What follows belongs to an exercise in optimizing a design on an open flow for small area; a production flow would make more cautious choices. In this exercise RTL edits were held to simulation tests only and were not proved equivalent to the original. No activity file was given, so power comes from the tool's default toggle rates.

$ cat flow/design.v
package cpuPkg;
    typedef logic [32-1:0] word_t;
    typedef logic [$clog2(16)-1:0] regIdx_t;
    typedef enum logic [3:0] {
        OP_AND   = 4'd0,
        OP_EOR   = 4'd1,
        OP_SUB   = 4'd2,
        OP_RSB   = 4'd3,
        OP_ADD   = 4'd4,
        OP_ORR   = 4'd12,
        OP_MOV   = 4'd13,
        OP_PASSA = 4'd14,
        OP_INC4  = 4'd15
    } aluOp_t;
    typedef enum logic [3:0] {
        FETCH0, FETCH1, DECODE, DPREG, DPIMM, MEMADDR,
        LOADWAIT, LOADWB, STOREDATA, STOREWAIT, HALT
    } microState_t;
    typedef enum logic [1:0] {SEQ, DISPATCH, WAITACK, STOP} nextSel_t;
    typedef enum logic [1:0] {A_RN, A_RD, A_PC} aSel_t;
    typedef enum logic [1:0] {B_REG, B_IMM8, B_OFF12, B_MDR} bSel_t;
    typedef struct packed {
        logic        regWrite;
        logic        irLoad;
        logic        marLoad;
        logic        mdrLoad;
        logic        mdrFromBus;
        logic        busReq;
        logic        busWrite;
        aSel_t       aSel;
        bSel_t       bSel;
        aluOp_t      aluOpSel;
        logic        useInstrOp;
        logic        cSelPc;
        nextSel_t    nextSel;
        microState_t target;
    } microWord_t;
endpackage
`timescale 1ns/100ps
module cpuTop (
    input  logic          Clk,
    input  logic          reset,
    output logic          Cyc,
    output logic          Stb,
    output logic          We,
    output cpuPkg::word_t Adr,
    output cpuPkg::word_t DatO,
    input  cpuPkg::word_t DatI,
    input  logic          Ack,
    output logic          Halted
);
    localparam logic [1:0] P_WAIT = 2'd0, P_RUN = 2'd1, P_REQ = 2'd2, P_HALT = 2'd3;
    localparam logic [2:0] K_CLR = 3'd0, K_DP = 3'd1, K_LDWB = 3'd2, K_PLAIN = 3'd3,
                           K_LDA = 3'd4, K_STA = 3'd5;
    logic [31:0] rf [0:15];
    logic [4:0]  cnt;
    logic [1:0]  phase;
    logic [2:0]  kind;
    logic [31:0] mar, dr;
    logic [3:0]  rnIdx, rdIdx;
    logic        carry, carry4;
    logic       dpOk, decDp, decMem, decHalt;
    always_comb begin
        case (DatI[24:21])
            4'd0, 4'd1, 4'd2, 4'd3, 4'd4, 4'd12, 4'd13: dpOk = 1'b1;
            default: dpOk = 1'b0;
        endcase
        decDp  = 1'b0;
        decMem = 1'b0;
        case (DatI[27:25])
            3'b000: decDp  = dpOk && !DatI[20] && DatI[11:4] == 8'h00;
            3'b001: decDp  = dpOk && !DatI[20] && DatI[11:8] == 4'h0;
            3'b010: decMem = DatI[24:21] == 4'b1100;
            default: ;
        endcase
        decHalt = !decDp && !decMem;
    end
    logic run, nextPass, addrPass, first;
    assign run      = (phase == P_RUN);
    assign addrPass = kind[2];
    assign nextPass = !kind[2];
    assign first    = (cnt == 5'd0);
    logic [3:0] bIdx;
    logic       tapA, tapB, tap15, bOp, immBit;
    assign bIdx  = addrPass ? rdIdx : dr[3:0];
    assign tapA  = rf[rnIdx][0];
    assign tapB  = rf[bIdx][0];
    assign tap15 = rf[15][0];
    assign immBit = (cnt[4:3] == 2'b00) ? dr[cnt[2:0]] : 1'b0;
    always_comb begin
        case (kind)
            K_DP:    bOp = dr[25] ? immBit : tapB;
            K_LDWB:  bOp = dr[0];
            default: bOp = (cnt < 5'd12) ? dr[0] : 1'b0;    
        endcase
    end
    logic [3:0] op;
    logic       invA, invB, cin, sum, res;
    assign op   = (kind == K_DP) ? dr[24:21] : 4'd4;
    assign invA = (op == 4'd3);
    assign invB = (op == 4'd2);
    assign cin  = first ? (invA | invB) : carry;
    logic x, y;
    assign x   = tapA ^ invA;
    assign y   = bOp ^ invB;
    assign sum = x ^ y ^ cin;
    always_comb begin
        case (kind)
            K_DP: begin
                case (op)
                    4'd0:    res = tapA & bOp;
                    4'd1:    res = tapA ^ bOp;
                    4'd12:   res = tapA | bOp;
                    4'd13:   res = bOp;
                    default: res = sum;
                endcase
            end
            K_LDWB:  res = bOp;
            K_CLR:   res = 1'b0;
            default: res = sum;
        endcase
    end
    logic wrRd, wrAll, pcIn, t4, pcNext;
    assign wrRd  = run && (kind == K_DP || kind == K_LDWB);
    assign wrAll = run && (kind == K_CLR);
    assign pcIn  = (wrAll || (wrRd && rdIdx == 4'd15)) ? res : tap15;
    assign t4     = (cnt == 5'd2) | (carry4 & !first);
    assign pcNext = pcIn ^ t4;
    always_ff @(posedge Clk) begin
        carry  <= (x & y) | (cin & (x ^ y));
        carry4 <= pcIn & t4;
    end
    always_ff @(posedge Clk) begin
        for (int r = 0; r < 15; r++) begin
            rf[r] <= {(wrAll || (wrRd && rdIdx == 4'(r))) ? res : rf[r][0], rf[r][31:1]};
        end
        rf[15] <= {(run && nextPass) ? pcNext : rf[15][0], rf[15][31:1]};
    end
    logic fetchAck, loadAck, storeAck, req;
    assign req      = (phase == P_REQ);
    assign fetchAck = req && Ack && !kind[2];
    assign loadAck  = req && Ack && kind == K_LDA;
    assign storeAck = req && Ack && kind == K_STA;
    always_ff @(posedge Clk) begin
        if (run) begin
            mar <= {nextPass ? pcIn : res, mar[31:1]};
        end
        if (fetchAck || loadAck) begin
            dr <= DatI;
        end else if (run && kind != K_DP) begin
            dr <= {tapB, dr[31:1]};
        end
        if (fetchAck) begin
            rnIdx <= DatI[19:16];
            rdIdx <= DatI[15:12];
        end
    end
    logic last;
    assign last = (cnt == 5'd31);
    always_ff @(posedge Clk) begin
        if (reset) begin
            cnt   <= 5'd0;
            phase <= P_RUN;
            kind  <= K_CLR;
        end else begin
            cnt <= cnt + 5'd1;
            case (phase)
                P_WAIT: if (last) phase <= P_RUN;
                P_RUN:  if (last) phase <= P_REQ;
                P_REQ: begin
                    if (Ack) begin
                        phase <= last ? P_RUN : P_WAIT;
                        if (fetchAck) begin
                            if (decHalt) phase <= P_HALT;
                            kind <= decDp ? K_DP : (DatI[20] ? K_LDA : K_STA);
                        end else begin
                            kind <= kind[0] ? K_PLAIN : K_LDWB;
                        end
                    end
                end
                default: ;
            endcase
        end
    end
    assign Stb    = req;
    assign Cyc    = req;
    assign We     = (kind == K_STA);
    assign Adr    = mar;
    assign DatO   = dr;
    assign Halted = (phase == P_HALT);
endmodule
$ cat flow/flow/run.sh
#!/bin/bash
# Standard ORFS layout (the standard.sh) with two changes:
#  - the port buffers that global placement inserts use the smallest buffer cell
#  - clock tree synthesis without dummy loads, with the buffer list below
set -euo pipefail
here=$(pwd)
export BUFFER_PORTS_ARGS="-buffer_cell sky130_fd_sc_hd__buf_1"
export CTS_ARGS="-sink_clustering_enable -repair_clock_nets -dont_use_dummy_load -buf_list sky130_fd_sc_hd__clkbuf_8 -sink_clustering_size 16 -sink_clustering_max_diameter 60 -sink_buffer_max_cap_derate 1.0"
bash standard.sh > "$here/standard_flow.log" 2>&1
$ cat flow/standard.sh
#!/bin/bash
# synth_recipe.tcl (not shown) runs the flow's synth.tcl, then flattens the netlist and writes it again
# the make line also repeats each setting of config.mk as NAME=value (left out here)
make -C /OpenROAD-flow-scripts/flow DESIGN_CONFIG=/design/flow/config.mk WORK_HOME=/design/flow/orfs CLKGATE_MAP_FILE= SYNTH_SCRIPT=/design/flow/synth_recipe.tcl "${@:-finish}"
$ cat flow/config.mk
export PLATFORM = sky130hd
export DESIGN_NAME = cpuTop
export DESIGN_NICKNAME = cpuTop
export VERILOG_FILES = /design/flow/design.v
export SDC_FILE = /design/flow/constraint.sdc
export NUM_CORES = 4
export LEC_CHECK = 0
export ABC_AREA = 1
export CAP_MARGIN = 20
export CORE_MARGIN = 2
export CORE_UTILIZATION = 40
export SLEW_MARGIN = 20
$ cat flow/constraint.sdc
create_clock -name core_clock -period 10.0 [get_ports {Clk}]
set_input_delay 2.0000 -clock core_clock [delete_from_list [all_inputs] [get_ports {Clk}]]
set_output_delay 2.0000 -clock core_clock [all_outputs]
set_load 0.01 [all_outputs]
==> flow_metrics.py, run 1 <==
metrics = {
    "floorplan": {
        "dieHeight_um": 196,
        "ioPinCount": 103,
        "rows": 70,
        "start_util_pct": 40.4,
        "core_sq_um": 36300,
        "dieArea_sq_um": 38200,
        "die_x_um": 196,
    },
    "global_routing": {
        "antenna_found_initial": 0,
        "grt_usage_pct": 11.2,
        "grt_use_met3_pct": 3.32,
        "gr-max-usage-layer": "met2",
        "grt_pass1_wl_um": 34200,
        "grtUsageMet2_pct": 16.1,
        "grt.met1_usage_pct": 15.4,
        "grt_max_degree": 36,
        "grt_remaining_overflow": 0,
        "grt_pass1_vias": 6871,
    },
    "critical_path": {
        "arrival_ns": 2.07,
        "max_stage_delay_ns": 0.73,
        "worst-path-buf-inv": 2,
        "crit_chain": "inv_2, nor3_1, buf_1",
        "cp-end-kind": "output port",
        "crit_slowest_cell": "dfxtp_1",
        "path_class": "register to output port",
        "cpLargestDelayFamily": "flip-flops",
        "reg2reg_from": "kind[2]",
        "worst-endpoint-required_ns": 8.00,
        "path_max_fanout": 14,
        "start_kind": "register",
        "crit_start": "kind[2]",
    },
    "synth": {
        "synth_top_area_cell": "dfxtp_1",
        "ys_ff_latch": 596,
        "synthFlopType": "dfxtp_1",
        "yosys_warnings": 2,
        "synth.area.top_cells": "dfxtp_1 71%, edfxtp_1 15%, nand2_1 3.4%",
        "synth_area_sq_um": 14700,
        "postSynth.asyncResetShare_pct": 0,
        "synth.distinct_cells": 38,
        "syn_area_per_cell_sq_um": 14.6,
        "synth_nets": 1051,
        "netlist.area_leader.share_pct": 71.5,
        "synth-edff-count": 72,
        "synth_cells": 1004,
        "seq_area_frac_synth_pct": 86.2,
    },
    "cts": {
        "clockBufferDepth": 3,
        "cts-root-buf": "clkbuf_8",
        "post-cts-setup-buffers": 0,
        "cts_buffers": 45,
        "cts.sinks": 596,
        "cts.htree.levels": 2,
        "cts_resized": 0,
        "clk_pin_slew_ns": 0.10,
        "ctsHoldBuffers": 0,
        "cts_tree": "yes",
        "clk_latency_ns": 0.59,
    },
    "drt": {
        "drc": 0,
        "first_iter_violations": 262,
        "drt-total-wl_um": 20900,
        "avgRoutedWirePerCell_um": 13.0,
        "viasPerCell": 4.33,
        "ant_nets": 0,
        "via_count": 6976,
        "drt_pass1_iterations": 5,
    },
    "cells_and_area": {
        "nets": 1191,
        "syn2layout_area_growth_pct": 10.6,
        "antenna_cells": 0,
        "final_core_util_pct": 44.6,
        "drive_above_1_share_pct": 7.18,
    },
    "min_path": {
        "hold_path_class": "register to register",
        "min_from": "rf[12][31]",
    },
    "place": {
        "gp_congestion": 0.870,
        "portBuffers": 102,
        "dpl.hpwl_um": 13200,
    },
    "sta": {
        "hold_violations": 0,
        "fmax_ghz": 0.246,
        "slew_violations": 0,
        "setup_violations": 0,
        "fin_crit_sh_pct": 40.7,
        "fin_skew_ns": 0.0454,
        "rsz0062_at_grt": "false",
        "min_period_ns": 4.07,
        "worstMarginPinSlew_ns": 1.00,
        "max-slew-margin-rel_pct": 33.0,
        "tns_ns": 0,
    },
    "run": {
        "maxCapViolCount": 0,
    },
    "pwr": {
        "peakVddDrop_uv": 168,
        "p_per_area_nw_per_um2": 334,
        "p_leak_nw": 6.54,
    },
    "outcome": {
        "status": "complete, no violations",
    },
}
-- final timing paths --
kind / depth (start not counted) / to / slack [ns]
max reg2reg: 25 / rf[15][31] / 6.09
max: 3 / We / 5.93
min reg2reg: 0 / rf[12][30] / 0.29
min: 0 / rf[12][30] / 0.29
-- power by group --
group	switching [mW]	leakage, nW	internal [mW]
Clock	0.660	0.324	0.404
Combinational	0.392	1.16	0.175
Sequential	0.315	5.06	3.48
-- placed cells by master, fill, tap and decap left out, drive strengths merged, types with 9 or more instances in the layout --
cell,n
dfxtp,524
nor2,27
nand3,29
ha,11
clkbuf,45
buf,104
o21ai,62
a21oi,14
edfxtp,72
nor3,9
inv,67
nand2,148
-- flip-flops by register name, indices dropped and copies added (netlist names) --
signal and count:
rf 512, kind 3, rdIdx 4, rnIdx 4, carry4 1, mar 32, dr 32, cnt 5
phase 2, carry 1
-- kinds of logic after synthesis --
family	Yosys count	synth area share, %
DFF	596	86.2
and+or+nand+nor	224	6.70
AOI/OAI and AO/OA	91	3.67
buffers and inverters	78	2.13
adders and majority gates	12	1.07
xor gates and xnor gates	2	0.119
muxes	1	0.0682
-- synthesized netlist by cell type, types with 4 or more instances --
library cell  instances
nand2_2              14
ha_1                 11
dfxtp_1             524
a21oi_1              14
nor2_1               27
clkbuf_1              7
nor3_1                9
o22ai_1               5
o21ai_2              11
nand4_1               4
edfxtp_1             72
nand3_1              27
inv_1                65
nand2_1             132
o21ai_0              50
nor4_1                4
-- stage by stage --
stage / area (sq um) / instances / worst slack (ns) / power [mW] / hold WS, ns
6_report: 16200 / 1610 / 5.93 / 5.43 / 0.294
5_1_grt: 16200 / 1610 / 5.69 / 5.76 / 0.289
2_1_floorplan: 14700 / 1004 / 5.65 / 4.10 / 0.310
3_5_place_dp: 15600 / 1565 / 6.14 / 4.42 / 0.312
3_3_place_gp: 15600 / 1565 / 6.23 / 4.40 / 0.310
4_1_cts: 16200 / 1610 / 5.85 / 5.51 / 0.288
-- worst reg2reg max path, cell delays in order, from the launching register on --
cell	delay (ns)
dfxtp_1	0.73
inv_2	0.23
nand2_2	0.11
nand2_2	0.12
nand3_1	0.13
nand2_1	0.08
nor2_1	0.13
nor2_1	0.05
nor2_1	0.09
nand2_1	0.06
nand2_1	0.09
nand2_1	0.06
nand2_1	0.06
nand2_1	0.06
nand2_1	0.11
inv_1	0.06
ha_1	0.28
a22o_1	0.19
a221oi_1	0.26
nand2_1	0.11
nand2_2	0.10
nand4_1	0.11
and2_1	0.16
ha_1	0.28
nand2_1	0.07
o21ai_0	0.07
-- layout make-up --
cell class | count | area [sq um]
Sequential cell | 596 | 12700
Inverter | 67 | 251
Tap cell | 468 | 586
Clock buffer | 45 | 619
Timing Repair Buffer | 104 | 398
Multi-Input combinational cell | 330 | 1720
Fill cell | 3265 | 20100
-- per-layer routing --
metal	routed length [um]	part of all wire, %	vias to the layer above
met5	0	0	-
met4	729	3.5	0
met3	1490	7.1	52
met2	8390	40	212
met1	10300	49	3244
li1	-	-	3468
==> inputs of run 2 (changes only) <==
--- a/flow/design.v
+++ b/flow/design.v
@@ -83,8 +83,19 @@
     logic [3:0] bIdx;
     logic       tapA, tapB, tap15, bOp, immBit;
     assign bIdx  = addrPass ? rdIdx : dr[3:0];
-    assign tapA  = rf[rnIdx][0];
-    assign tapB  = rf[bIdx][0];
+    logic [15:0] taps;
+    always_comb begin
+        for (int r = 0; r < 16; r++) taps[r] = rf[r][0];
+    end
+    logic [3:0] mA, mB;
+    always_comb begin
+        for (int g = 0; g < 4; g++) begin
+            mA[g] = taps[4*g + rnIdx[1:0]];
+            mB[g] = taps[4*g + bIdx[1:0]];
+        end
+    end
+    assign tapA  = mA[rnIdx[3:2]];
+    assign tapB  = mB[bIdx[3:2]];
     assign tap15 = rf[15][0];
     assign immBit = (cnt[4:3] == 2'b00) ? dr[cnt[2:0]] : 1'b0;
     always_comb begin
--- a/flow/config.mk
+++ b/flow/config.mk
@@ -5,7 +5,6 @@
 export SDC_FILE = /design/flow/constraint.sdc
 export NUM_CORES = 4
 export LEC_CHECK = 0
-export ABC_AREA = 1
 export CAP_MARGIN = 20
 export CORE_MARGIN = 2
 export CORE_UTILIZATION = 40
==> flow_metrics.py, run 2 <==
metrics = {
    "outcome": {
        "status": "complete, no violations",
    },
    "synth": {
        "synth_top_area_cell": "dfxtp_1",
        "syn_area_per_cell_sq_um": 17.5,
        "synth_fa_ha_area_share_pct": 0.999,
        "synth_common_cells": "524 x dfxtp_1, 72 x edfxtp_1, 52 x mux2_2",
        "postSynth.asyncResetShare_pct": 0,
        "synth_cells": 832,
        "synth_nets": 878,
        "synth.area.top_cells": "dfxtp_1 72%, edfxtp_1 15%, mux2_2 4.0%",
        "yosys_warnings": 2,
        "synth_area_sq_um": 14500,
        "synth_top_family_by_area": "multiplexers",
        "netlist.area_leader.share_pct": 72.2,
        "synthFlopType": "dfxtp_1",
        "yosys.area_share.simple_pct": 2.46,
        "synth_xor_xnor_area_share_pct": 0.241,
        "synth.most_common_cell": "dfxtp_1",
        "synth-edff-count": 72,
        "muxShareOfSynthArea_pct": 5.77,
        "seq_area_frac_synth_pct": 87.1,
        "synth.distinct_cells": 51,
        "synth_compound_area_share_pct": 2.55,
        "ys_ff_latch": 596,
    },
    "min_path": {
        "hold_depth": 0,
        "min_from": "rf[0][8]",
        "hold_path_class": "register to register",
        "min_to": "rf[0][7]",
    },
    "cells_and_area": {
        "final_common_cell": "dfxtp_1",
        "nets": 1013,
        "n_fill_cell": 3109,
        "reg.largest.list": "rf: 512 flops, dr: 32 flops, mar: 32 flops",
        "antenna_cells": 0,
        "syn2layout_area_growth_pct": 10.4,
        "largest_reg_flops": 512,
        "final_cell_mix": "524 x dfxtp_1, 102 x buf_1, 72 x edfxtp_1",
        "stdcell_area_sq_um": 16000,
        "final_core_util_pct": 45.0,
        "drive_above_1_share_pct": 11.8,
        "regMostFlops": "rf",
    },
    "sta": {
        "fin_skew_ns": 0.0666,
        "tns_ns": 0,
        "slew_violations": 0,
        "fin_crit_sh_pct": 46.5,
        "worstMarginPinSlew_ns": 0.864,
        "hold_ws_ns": 0.283,
        "max-slew-margin-rel_pct": 42.4,
        "min_period_ns": 4.65,
        "setup_violations": 0,
        "rsz0062_at_grt": "false",
        "hold_violations": 0,
        "fmax_ghz": 0.215,
    },
    "run": {
        "maxCapViolCount": 0,
    },
    "cts": {
        "cts.htree.levels": 2,
        "cts-root-buf": "clkbuf_8",
        "cts_tree": "yes",
        "ctsHoldBuffers": 0,
        "clk_pin_slew_ns": 0.09,
        "clk_latency_ns": 0.57,
        "cts.sinks": 596,
        "post-cts-setup-buffers": 0,
        "cts_buffers": 44,
        "clockBufferDepth": 3,
        "cts_resized": 0,
    },
    "global_routing": {
        "grt_pass1_wl_um": 31700,
        "grt_pass1_vias": 6071,
        "grt_max_degree": 39,
        "grt_remaining_overflow": 0,
        "grt_usage_pct": 10.5,
        "antenna_found_initial": 0,
    },
    "place": {
        "gp_congestion": 0.800,
        "dpl.hpwl_um": 12100,
        "place_area_sq_um": 15400,
        "portBuffers": 102,
    },
    "drt": {
        "drt_pass1_iterations": 4,
        "via_count": 6101,
        "avgRoutedWirePerCell_um": 13.8,
        "drc": 0,
        "drt-total-wl_um": 19700,
        "viasPerCell": 4.28,
        "first_iter_violations": 292,
        "ant_nets": 0,
    },
    "critical_path": {
        "start_kind": "register",
        "max_stage_delay_ns": 0.71,
        "worst-path-buf-inv": 0,
        "path_class": "register to register",
        "crit_slowest_cell": "dfxtp_1",
        "crit_top_cell": "mux2_2",
        "reg2reg_depth": 15,
        "cp-end-kind": "register",
        "arrival_ns": 5.09,
        "crit_chain": "mux2_2, mux4_2, nand2_1, and4_1, o21a_1, o211ai_1, fa_1, nand2_1, o31a_1, o22ai_1, a31oi_1, o211ai_2, mux2_2, ha_1, mux2_2",
        "reg2reg_from": "kind[2]",
        "r2r-end": "rf[15][31]",
        "path_max_fanout": 20,
        "worst-endpoint-required_ns": 10.45,
        "ff2ff_setup_slack_ns": 5.35,
        "cpLargestDelayFamily": "multiplexers",
    },
    "pwr": {
        "p_leak_nw": 6.16,
        "p_per_area_nw_per_um2": 276,
        "peakVddDrop_uv": 141,
    },
    "floorplan": {
        "dieArea_sq_um": 37900,
        "die_x_um": 195,
        "dieHeight_um": 195,
        "rows": 69,
        "core_sq_um": 35700,
        "ioPinCount": 103,
        "start_util_pct": 40.8,
    },
}
-- run 2: kinds of logic after synthesis --
logic type	after synthesis
AO/OA/AOI/OAI	56
XOR/XNOR	4
adder cells (fa/ha/maj)	11
buffers and inverters	28
flip-flops	596
multiplexers	66
AND/OR/NAND/NOR	71
-- run 2: how the worst max path moves through the flow --
stage / slack, ns / cells after the start / from / to
finish: 5.35 / 15 / kind[2] / rf[15][31]
global route: 4.96 / 15 / kind[2] / rf[15][31]
CTS: 5.32 / 15 / kind[2] / rf[15][31]
detailed placement: 5.28 / 15 / kind[2] / rf[15][31]
global placement: 5.41 / 15 / kind[2] / rf[15][31]
floorplan: 6.17 / 15 / dr[0] / rf[15][31]
-- run 2: worst reg2reg max path: cells and delay by family (launching register included) --
kind / cells / cell delay (ns)
fa+ha+maj: 2 / 0.82
flops: 1 / 0.71
compound gates: 6 / 1.03
simple gates: 3 / 0.47
mux: 4 / 1.55
-- run 2: area by class of cell --
type                            count  area, sq um  share of cell area, %
Sequential cell                   596        12700                   78.9
Multi-Input combinational cell    208         1760                   10.9
Clock buffer                       44          606                   3.78
Tap cell                          461          577                   3.60
Timing Repair Buffer              105          405                   2.53
Inverter                           12         45.0                  0.281
-- run 2: routing by layer --
| metal | GRT usage, % | routed length (um) | vias to the layer above |
|---|---|---|---|
| met5 | 0 | 0 | - |
| met4 | 4.33 | 526 | 0 |
| met3 | 2.81 | 1040 | 45 |
| met2 | 14.6 | 7900 | 119 |
| met1 | 15.4 | 10200 | 2912 |
| li1 | - | - | 3025 |
-- run 2: report_power, final --
part / internal (mW) / leakage, nW / switching (mW) / total (mW)
sequential: 2.79 / 4.97 / 0.156 / 2.94
combinational: 0.184 / 0.879 / 0.257 / 0.441
clock: 0.396 / 0.316 / 0.641 / 1.04
total: 3.37 / 6.16 / 1.05 / 4.42
-- run 2: through the flow --
step	setup WS [ns]	power, mW	std cells
after floorplan	6.17	3.23	832
after global placement	5.41	3.44	1382
after detailed placement	5.28	3.45	1382
after CTS	5.32	4.48	1426
after global routing	4.96	4.64	1426
final	5.35	4.42	1426
==> inputs of run 3 (changes only) <==
==> flow/flow/run.sh (replaced) <==
#!/bin/bash
# Standard ORFS layout (the standard.sh) with two changes:
#  - the port buffers that global placement inserts use the smallest buffer cell
#  - clock tree synthesis without dummy loads, with the buffer list below
set -euo pipefail
here=$(pwd)
export BUFFER_PORTS_ARGS="-buffer_cell sky130_fd_sc_hd__buf_1"
export CTS_ARGS="-sink_clustering_enable -repair_clock_nets -dont_use_dummy_load -buf_list sky130_fd_sc_hd__clkbuf_16 -sink_clustering_size 30 -sink_clustering_max_diameter 80 -sink_buffer_max_cap_derate 1.0"
bash standard.sh > "$here/standard_flow.log" 2>&1
==> flow_metrics.py, run 3 <==
metrics = {
    "global_routing": {
        "grt_max_degree": 39,
        "antenna_found_initial": 0,
        "grt_usage_pct": 10.2,
        "grt_pass1_wl_um": 31200,
        "grt_remaining_overflow": 0,
        "grt_pass1_vias": 5853,
    },
    "cells_and_area": {
        "n_fill_cell": 3102,
        "reg.largest.list": "rf: 512 flops, dr: 32 flops, mar: 32 flops",
        "nets": 993,
        "largest_reg_flops": 512,
        "final_cell_mix": "524 x dfxtp_1, 102 x buf_1, 72 x edfxtp_1",
        "antenna_cells": 0,
        "stdcell_area_sq_um": 16000,
        "instances_no_fill": 1406,
        "final_common_cell": "dfxtp_1",
        "syn2layout_area_growth_pct": 10.4,
        "drive_above_1_share_pct": 9.95,
        "regMostFlops": "rf",
    },
    "synth": {
        "synth_top_area_cell": "dfxtp_1",
        "syn_area_per_cell_sq_um": 17.5,
        "synth.distinct_cells": 51,
        "synth_area_sq_um": 14500,
        "synth.area.top_cells": "dfxtp_1 72%, edfxtp_1 15%, mux2_2 4.0%",
        "synth_common_cells": "524 x dfxtp_1, 72 x edfxtp_1, 52 x mux2_2",
        "netlist.area_leader.share_pct": 72.2,
        "synth_cells": 832,
        "seq_area_frac_synth_pct": 87.1,
        "yosys_warnings": 2,
        "synth-edff-count": 72,
        "synth_nets": 878,
        "synthFlopType": "dfxtp_1",
        "synth.most_common_cell": "dfxtp_1",
        "postSynth.asyncResetShare_pct": 0,
        "ys_ff_latch": 596,
    },
    "cts": {
        "clockBufferDepth": 3,
        "cts.sinks": 596,
        "cts_resized": 0,
        "clk_pin_slew_ns": 0.10,
        "cts-root-buf": "clkbuf_16",
        "clk_latency_ns": 0.55,
        "ctsHoldBuffers": 0,
        "cts.htree.levels": 1,
        "cts_tree": "yes",
        "cts_buffers": 24,
        "post-cts-setup-buffers": 0,
    },
    "place": {
        "gp_congestion": 0.800,
        "dp_cells": 1382,
        "dp_slack_ns": 5.28,
        "dpl.hpwl_um": 12100,
        "portBuffers": 102,
        "place_area_sq_um": 15400,
    },
    "drt": {
        "first_iter_violations": 326,
        "drc": 0,
        "viasPerCell": 4.27,
        "drt_pass1_iterations": 4,
        "ant_nets": 0,
        "drt-total-wl_um": 19400,
        "via_count": 6007,
        "avgRoutedWirePerCell_um": 13.8,
    },
    "sta": {
        "max-slew-margin-rel_pct": 41.1,
        "fin_crit_sh_pct": 47.4,
        "fin_skew_ns": 0.0420,
        "rsz0062_at_grt": "false",
        "tns_ns": 0,
        "worstMarginPinSlew_ns": 0.884,
        "worst_slack_ns": 5.26,
        "min_period_ns": 4.74,
        "hold_violations": 0,
        "setup_violations": 0,
        "fmax_ghz": 0.211,
        "hold_ws_ns": 0.281,
        "slew_violations": 0,
    },
    "critical_path": {
        "cpLargestDelayFamily": "multiplexers",
        "path_max_fanout": 20,
        "arrival_ns": 5.17,
        "crit_slowest_cell": "dfxtp_1",
        "crit_start": "kind[2]",
        "worst-path-buf-inv": 0,
        "cp-end-kind": "register",
        "start_kind": "register",
        "path_class": "register to register",
        "reg2reg_from": "kind[2]",
        "crit_top_cell": "mux2_2",
        "crit_chain": "mux2_2, mux4_2, nand2_1, and4_1, o21a_1, o211ai_1, fa_1, nand2_1, o31a_1, o22ai_1, a31oi_1, o211ai_2, mux2_2, ha_1, mux2_2",
        "worst-endpoint-required_ns": 10.43,
        "max_stage_delay_ns": 0.74,
    },
    "floorplan": {
        "core_sq_um": 35700,
        "ioPinCount": 103,
        "die_x_um": 195,
        "rows": 69,
        "start_util_pct": 40.8,
        "dieArea_sq_um": 37900,
        "dieHeight_um": 195,
    },
    "min_path": {
        "hold_path_class": "register to register",
        "min_from": "rf[6][20]",
    },
    "pwr": {
        "peakVddDrop_uv": 152,
        "p_per_area_nw_per_um2": 277,
        "p_leak_nw": 6.14,
    },
    "run": {
        "maxCapViolCount": 0,
    },
    "outcome": {
        "status": "complete, no violations",
    },
}
[run 3: cell type report]
| class | count | area, sq um | share of cell area [%] |
|---|---|---|---|
| Tap cell | 461 | 577 | 3.60 |
| Sequential cell | 596 | 12700 | 78.9 |
| Clock buffer | 24 | 601 | 3.75 |
| Multi-Input combinational cell | 208 | 1760 | 10.9 |
| Timing Repair Buffer | 105 | 405 | 2.53 |
| Inverter | 12 | 45.0 | 0.281 |
[run 3: stage by stage]
stage,utilization (%),total power [mW]
detailed placement,43.3,3.45
floorplan,-,3.23
CTS,45.0,4.50
finish,45.0,4.45
global placement,43.3,3.44
global route,45.0,4.65
[run 3: path summary, 6_finish.rpt]
path | slack (ns) | cells past startpoint | endpoint
setup / recovery | 5.26 | 15 | rf[15][31]
hold / removal | 0.28 | 0 | rf[6][19]
setup reg to reg | 5.26 | 15 | rf[15][31]
hold reg to reg | 0.28 | 0 | rf[6][19]
[run 3: logic make-up (layout without fill, tap and decap cells)]
logic type	count (synthesis)	in the layout	share of synthesized area [%]
AO/OA/AOI/OAI	56	56	2.55
adder cells (fa/ha/maj)	11	11	0.999
buffers and inverters	28	141	0.904
flip-flops	596	596	87.1
XOR/XNOR	4	4	0.241
AND/OR/NAND/NOR	71	71	2.46
multiplexers	66	66	5.77
[run 3: where the power goes]
| part | leakage [nW] | total (mW) | switching (mW) | internal (mW) |
|---|---|---|---|---|
| clock network | 0.296 | 1.06 | 0.627 | 0.433 |
| logic | 0.879 | 0.441 | 0.258 | 0.184 |
| registers | 4.97 | 2.95 | 0.157 | 2.79 |
| total | 6.14 | 4.45 | 1.04 | 3.40 |
[run 3: routing by layer]
metal / global-route usage (%) / up-vias / part of all wire [%]
met1: 15.4 / 2878 / 53
li1: - / 2992 / -
met5: 0 / - / 0
met2: 14.6 / 100 / 40
met3: 2.01 / 37 / 4.2
met4: 3.28 / 0 / 2.5
==> inputs of run 4 (changes only) <==
==> flow/flow/run.sh (replaced) <==
#!/bin/bash
# Standard ORFS layout (the standard.sh) with two changes:
#  - the port buffers that global placement inserts use the smallest buffer cell
#  - clock tree synthesis without dummy loads, with the buffer list below
set -euo pipefail
here=$(pwd)
export BUFFER_PORTS_ARGS="-buffer_cell sky130_fd_sc_hd__buf_1"
export CTS_ARGS="-sink_clustering_enable -repair_clock_nets -dont_use_dummy_load -buf_list sky130_fd_sc_hd__clkbuf_4 -sink_clustering_size 10 -sink_clustering_max_diameter 40 -sink_buffer_max_cap_derate 1.0"
bash standard.sh > "$here/standard_flow.log" 2>&1
==> flow_metrics.py, run 4 <==
metrics = {
    "cts": {
        "post-cts-setup-buffers": 0,
        "cts.htree.levels": 3,
        "clk_latency_ns": 0.69,
        "cts-root-buf": "clkbuf_4",
        "clockBufferDepth": 3,
        "cts_tree": "yes",
        "cts_buffers": 72,
        "clk_pin_slew_ns": 0.10,
        "ctsHoldBuffers": 0,
        "cts.sinks": 596,
        "cts_resized": 0,
    },
    "cells_and_area": {
        "layout.area.seq_sq_um": 12700,
        "stdcell_area_sq_um": 16000,
        "final_common_cell": "dfxtp_1",
        "n_fill_cell": 3135,
        "syn2layout_area_growth_pct": 9.98,
        "instances_no_fill": 1456,
        "reg.largest.list": "rf: 512 flops, dr: 32 flops, mar: 32 flops",
        "regMostFlops": "rf",
        "drive_above_1_share_pct": 14.3,
        "multi_input_area_sq_um": 1760,
        "nets": 1041,
        "largest_reg_flops": 512,
        "final_cell_mix": "524 x dfxtp_1, 102 x buf_1, 72 x clkbuf_4, 72 x edfxtp_1, 52 x mux2_2",
    },
    "global_routing": {
        "grt_max_degree": 39,
        "grt_pass1_wl_um": 32700,
        "antenna_found_initial": 1,
        "grt_usage_pct": 10.8,
        "grt_pass1_vias": 6338,
        "grt_remaining_overflow": 0,
    },
    "place": {
        "dpl.hpwl_um": 12100,
        "gp_congestion": 0.800,
        "portBuffers": 102,
        "place_area_sq_um": 15400,
        "dp_cells": 1382,
    },
    "pwr": {
        "pwr-share-comb_pct": 10.1,
        "clkPwrFrac_pct": 22.6,
        "p_seq_share_pct": 67.3,
        "p_leak_nw": 6.18,
        "sw_frac_of_total_pct": 24.5,
        "p_switching_mw": 1.07,
        "total_power_mw": 4.38,
        "p_per_area_nw_per_um2": 274,
        "intPower_mw": 3.31,
        "peakVddDrop_uv": 128,
    },
    "drt": {
        "viasPerCell": 4.32,
        "via_count": 6290,
        "drc": 0,
        "ant_nets": 0,
        "drt-total-wl_um": 20100,
        "first_iter_violations": 274,
        "avgRoutedWirePerCell_um": 13.8,
        "drt_pass1_iterations": 4,
    },
    "floorplan": {
        "ioPinCount": 103,
        "start_util_pct": 40.8,
        "dieArea_sq_um": 37900,
        "core_sq_um": 35700,
        "die_x_um": 195,
        "dieHeight_um": 195,
        "rows": 69,
    },
    "synth": {
        "synth_area_sq_um": 14500,
        "synth_nets": 878,
        "synth_top_area_cell": "dfxtp_1",
        "synth.most_common_cell": "dfxtp_1",
        "synth-edff-count": 72,
        "synth.distinct_cells": 51,
        "synthFlopType": "dfxtp_1",
        "syn_area_per_cell_sq_um": 17.5,
        "ys_ff_latch": 596,
        "netlist.area_leader.share_pct": 72.2,
        "postSynth.asyncResetShare_pct": 0,
        "synth_common_cells": "524 x dfxtp_1, 72 x edfxtp_1, 52 x mux2_2",
        "synth.area.top_cells": "dfxtp_1 72%, edfxtp_1 15%, mux2_2 4.0%",
        "seq_area_frac_synth_pct": 87.1,
        "synth_cells": 832,
        "yosys_warnings": 2,
    },
    "critical_path": {
        "start_kind": "register",
        "crit_start": "kind[2]",
        "worst-endpoint-required_ns": 10.58,
        "path_max_fanout": 20,
        "cp-end-kind": "register",
        "arrival_ns": 5.31,
        "path_class": "register to register",
        "reg2reg_from": "kind[2]",
    },
    "min_path": {
        "min_from": "rf[2][19]",
        "hold_path_class": "register to register",
    },
    "sta": {
        "max-slew-margin-rel_pct": 41.4,
        "tns_ns": 0,
        "hold_violations": 0,
        "setup_violations": 0,
        "worstMarginPinSlew_ns": 0.879,
        "fin_skew_ns": 0.0769,
        "fin_crit_sh_pct": 47.3,
        "min_period_ns": 4.73,
        "hold_ws_ns": 0.277,
        "slew_violations": 0,
        "fmax_ghz": 0.211,
        "rsz0062_at_grt": "false",
    },
    "run": {
        "maxCapViolCount": 0,
    },
    "outcome": {
        "status": "complete, no violations",
    },
}
## run 4: cell count changes in the layout (fill, tap and decap cells not counted), sizes merged
| cell | before | now |
|---|---|---|
| diode | 0 | 2 |
| clkbuf | 24 | 72 |
## run 4: area by class of cell
| class | instances | area share [%] |
|---|---|---|
| Sequential cell | 596 | 79.2 |
| Inverter | 12 | 0.282 |
| Multi-Input combinational cell | 208 | 11.0 |
| Antenna cell | 2 | 0.0313 |
| Timing Repair Buffer | 105 | 2.54 |
| Clock buffer | 72 | 3.38 |
| Tap cell | 461 | 3.61 |
## run 4: power by group through the flow
stage	sequential, mW	combinational [mW]	clock (mW)
final	2.94	0.442	0.990
after global routing	2.98	0.485	1.14
after CTS	2.95	0.448	1.04
after detailed placement	3.00	0.446	0
after global placement	3.00	0.443	0
after floorplan	3.01	0.218	0
## run 4: path summary, 6_finish.rpt
path,endpoint,slack (ns),cells past startpoint
max reg2reg,rf[15][31],5.27,15
min,rf[2][18],0.28,0
min reg2reg,rf[2][18],0.28,0
max,rf[15][31],5.27,15
## run 4: critical path: stages (launching register included)
cell and delay, ns:
dfxtp_1 0.73, mux2_2 0.47, mux4_2 0.43, nand2_1 0.08, and4_1 0.31, o21a_1 0.16
o211ai_1 0.12, fa_1 0.54, nand2_1 0.10, o31a_1 0.13, o22ai_1 0.07, a31oi_1 0.23
o211ai_2 0.34, mux2_2 0.39, ha_1 0.28, mux2_2 0.26
## run 4: metal layers
metal  GRT usage, %  wire, um
met1           15.5     10400
met3           3.33       982
met4           5.61       593
met2           14.7      8120
met5              0         0
## run 4: metrics by stage
stage	utilization [%]	setup WS (ns)
after floorplan	-	6.17
after global placement	43.3	5.41
after detailed placement	43.3	5.28
after CTS	44.8	5.29
after global routing	44.8	4.91
final	44.8	5.27
## run 4: logic make-up (layout without fill, tap and decap cells)
group,Yosys count,count (layout),share of synthesized area [%]
buf+inv,28,189,0.904
fa+ha+maj,11,11,0.999
mux,66,66,5.77
other cells,0,2,0
flops,596,596,87.1
simple gates,71,71,2.46
compound gates,56,56,2.55
xor+xnor,4,4,0.241
==> inputs of run 5 (changes only) <==
==> flow/flow/run.sh (replaced) <==
#!/bin/bash
# Standard ORFS layout (the standard.sh) with two changes:
#  - the port buffers that global placement inserts use the smallest buffer cell
#  - clock tree synthesis without dummy loads, with the buffer list below
set -euo pipefail
here=$(pwd)
export BUFFER_PORTS_ARGS="-buffer_cell sky130_fd_sc_hd__buf_1"
export CTS_ARGS="-sink_clustering_enable -repair_clock_nets -dont_use_dummy_load -buf_list sky130_fd_sc_hd__clkbuf_8 -sink_clustering_size 18 -sink_clustering_max_diameter 50 -sink_buffer_max_cap_derate 1.0"
bash standard.sh > "$here/standard_flow.log" 2>&1
--- a/flow/config.mk
+++ b/flow/config.mk
@@ -7,5 +7,5 @@
 export LEC_CHECK = 0
 export CAP_MARGIN = 20
 export CORE_MARGIN = 2
-export CORE_UTILIZATION = 40
+export CORE_UTILIZATION = 60
 export SLEW_MARGIN = 20
==> flow_metrics.py, run 5 <==
metrics = {
    "critical_path": {
        "path_max_fanout": 20,
        "r2r-end": "rf[15][31]",
        "crit_path_end": "rf[15][31]",
        "reg2reg_depth": 15,
        "ff2ff_setup_slack_ns": 5.20,
        "cp-end-kind": "register",
        "arrival_ns": 5.24,
        "start_kind": "register",
        "reg2reg_from": "kind[2]",
        "worst-endpoint-required_ns": 10.45,
        "crit_start": "kind[2]",
        "path_class": "register to register",
    },
    "floorplan": {
        "core_sq_um": 23600,
        "rows": 56,
        "ioPinCount": 103,
        "dieHeight_um": 160,
        "dieArea_sq_um": 25500,
        "start_util_pct": 61.5,
        "die_x_um": 160,
    },
    "cts": {
        "post-cts-setup-buffers": 0,
        "cts.sinks": 596,
        "clockBufferDepth": 3,
        "ctsHoldBuffers": 0,
        "clk_latency_ns": 0.55,
        "cts_tree": "yes",
        "cts.htree.levels": 2,
        "cts_buffers": 42,
        "clk_pin_slew_ns": 0.10,
        "cts_resized": 0,
        "cts-root-buf": "clkbuf_8",
    },
    "synth": {
        "synthFlopType": "dfxtp_1",
        "synth.area.top_cells": "dfxtp_1 72%, edfxtp_1 15%, mux2_2 4.0%",
        "synth_cells": 832,
        "synth_nets": 878,
        "seq_area_frac_synth_pct": 87.1,
        "synth_top_area_cell": "dfxtp_1",
        "syn_area_per_cell_sq_um": 17.5,
        "synth_common_cells": "524 x dfxtp_1, 72 x edfxtp_1, 52 x mux2_2",
        "synth-edff-count": 72,
        "postSynth.asyncResetShare_pct": 0,
        "ys_ff_latch": 596,
        "synth.distinct_cells": 51,
        "synth.most_common_cell": "dfxtp_1",
        "yosys_warnings": 2,
        "netlist.area_leader.share_pct": 72.2,
        "synth_area_sq_um": 14500,
    },
    "global_routing": {
        "grt_pass1_vias": 6324,
        "grt_remaining_overflow": 0,
        "antenna_found_initial": 0,
        "grt_usage_pct": 15.3,
        "grt_max_degree": 39,
        "grt_pass1_wl_um": 31400,
    },
    "cells_and_area": {
        "syn2layout_area_growth_pct": 9.00,
        "reg.largest.list": "rf: 512 flops, dr: 32 flops, mar: 32 flops",
        "nets": 1012,
        "n_fill_cell": 1672,
        "final_cell_mix": "524 x dfxtp_1, 102 x buf_1, 72 x edfxtp_1",
        "multi_input_area_sq_um": 1750,
        "regMostFlops": "rf",
        "final_core_util_pct": 67.1,
        "layout.area.seq_sq_um": 12700,
        "drive_above_1_share_pct": 11.6,
        "final_common_cell": "dfxtp_1",
        "antenna_cells": 0,
        "largest_reg_flops": 512,
    },
    "sta": {
        "hold_violations": 0,
        "setup_violations": 0,
        "rsz0062_at_grt": "false",
        "fin_crit_sh_pct": 48.0,
        "worstMarginPinSlew_ns": 0.729,
        "fin_skew_ns": 0.0392,
        "max-slew-margin-rel_pct": 51.3,
        "slew_violations": 0,
        "fmax_ghz": 0.208,
        "tns_ns": 0,
        "min_period_ns": 4.80,
    },
    "pwr": {
        "p_switching_mw": 1.04,
        "p_per_area_nw_per_um2": 277,
        "intPower_mw": 3.35,
        "p_seq_share_pct": 67.1,
        "pwr-share-comb_pct": 10.1,
        "sw_frac_of_total_pct": 23.6,
        "peakVddDrop_uv": 178,
        "p_leak_nw": 6.15,
        "clkPwrFrac_pct": 22.8,
    },
    "outcome": {
        "status": "complete, no violations",
    },
    "drt": {
        "first_iter_violations": 361,
        "viasPerCell": 4.83,
        "drc": 0,
        "ant_nets": 0,
        "via_count": 6193,
        "drt_pass1_iterations": 4,
        "drt-total-wl_um": 19300,
        "avgRoutedWirePerCell_um": 15.0,
    },
    "run": {
        "maxCapViolCount": 0,
    },
    "place": {
        "portBuffers": 102,
        "gp_congestion": 0.837,
        "dpl.hpwl_um": 12100,
    },
    "min_path": {
        "hold_path_class": "register to register",
    },
}
run 5: cell counts after synthesis:
No cell type changed its count.
run 5: power groups by stage:
stage	Sequential (mW)	Clock [mW]	Combinational (mW)
5_1_grt	2.98	1.13	0.480
3_3_place_gp	2.98	0	0.429
2_1_floorplan	3.01	0	0.218
6_report	2.94	1.00	0.443
4_1_cts	2.95	1.05	0.445
3_5_place_dp	2.99	0	0.445
run 5: how the worst min path moves through the flow:
stage               start    endpoint  depth (start not counted)
2_1_floorplan    rf[0][1]    rf[0][0]                          0
4_1_cts        rf[15][12]  rf[15][11]                          0
3_5_place_dp    rf[12][8]   rf[12][7]                          0
5_1_grt        rf[14][21]  rf[14][20]                          0
3_3_place_gp    rf[11][1]   rf[11][0]                          0
6_report       rf[14][21]  rf[14][20]                          0
run 5: cells by family after synthesis:
logic type	share of synthesized area [%]
buf+inv	0.904
xor+xnor	0.241
simple gates	2.46
fa+ha+maj	0.999
mux	5.77
flops	87.1
compound gates	2.55
run 5: cell type report:
cell class                 count  share of cell area, %
timing repair buffer         106                   2.59
clock buffer                  42                   3.65
multi-input combinational    208                   11.1
inverter                      12                  0.284
tap                          319                   2.52
sequential                   596                   79.9
run 5: routing by layer:
metal / part of all wire (%) / GRT usage [%] / wire (um)
met3: 4.4 / 3.27 / 842
met1: 47 / 20.3 / 8990
met2: 46 / 24.4 / 8810
met4: 3.4 / 6.86 / 649
met5: 0 / 0 / 0
run 5: per-stage QoR:
stage          std cells  power, mW  setup WS (ns)  hold slack [ns]  area [sq um]
3_3_place_gp        1240       3.41           5.56            0.310         15300
2_1_floorplan        832       3.23           6.17            0.310         14500
3_5_place_dp        1241       3.44           5.27            0.312         15300
5_1_grt             1283       4.59           4.98            0.298         15800
4_1_cts             1283       4.44           5.30            0.299         15800
6_report            1283       4.39           5.20            0.300         15800
run 5: worst max-delay path: stages (launching register included):
cell and delay (ns):
dfxtp_1 0.73, mux2_2 0.48, mux4_2 0.44, nand2_1 0.08
and4_1 0.32, o21a_1 0.17, o211ai_1 0.13, fa_1 0.54
nand2_1 0.12, o31a_1 0.16, o22ai_1 0.08, a31oi_1 0.23
o211ai_2 0.32, mux2_2 0.38, ha_1 0.28, mux2_2 0.26

port drivers added, routing unchanged:
The flow's constraints put no driver on any port. The routed layouts listed below were extracted and timed again, unchanged, in two steps. Step 1, drivers: a clkbuf_16 drives Clk and a buf_2 each remaining input, both assumed. Step 2 adds t to the input delays and takes it off the output delays; t is the mean of the earliest and latest rising clock arrival at the registers after step 1. Input paths then give back, and output paths get back, about the clock's delay inside the block. a / b / c = no drivers / after step 1 / after step 2; a / b = the first two.
run	shift t [ns]	slack for setup (ns)	latest minus earliest clock arrival (ns)
run 1	0.619	5.934 / 5.889 / 6.094	0.057 / 0.057
run 2	0.586	5.355 / 5.355 / 5.355	0.071 / 0.071
run 3	0.574	5.262 / 5.262 / 5.262	0.042 / 0.043
run 4	0.696	5.271 / 5.271 / 5.271	0.082 / 0.083
run 5	0.577	5.203 / 5.203 / 5.203	0.042 / 0.042
After both steps setup and hold are still met in every run listed.
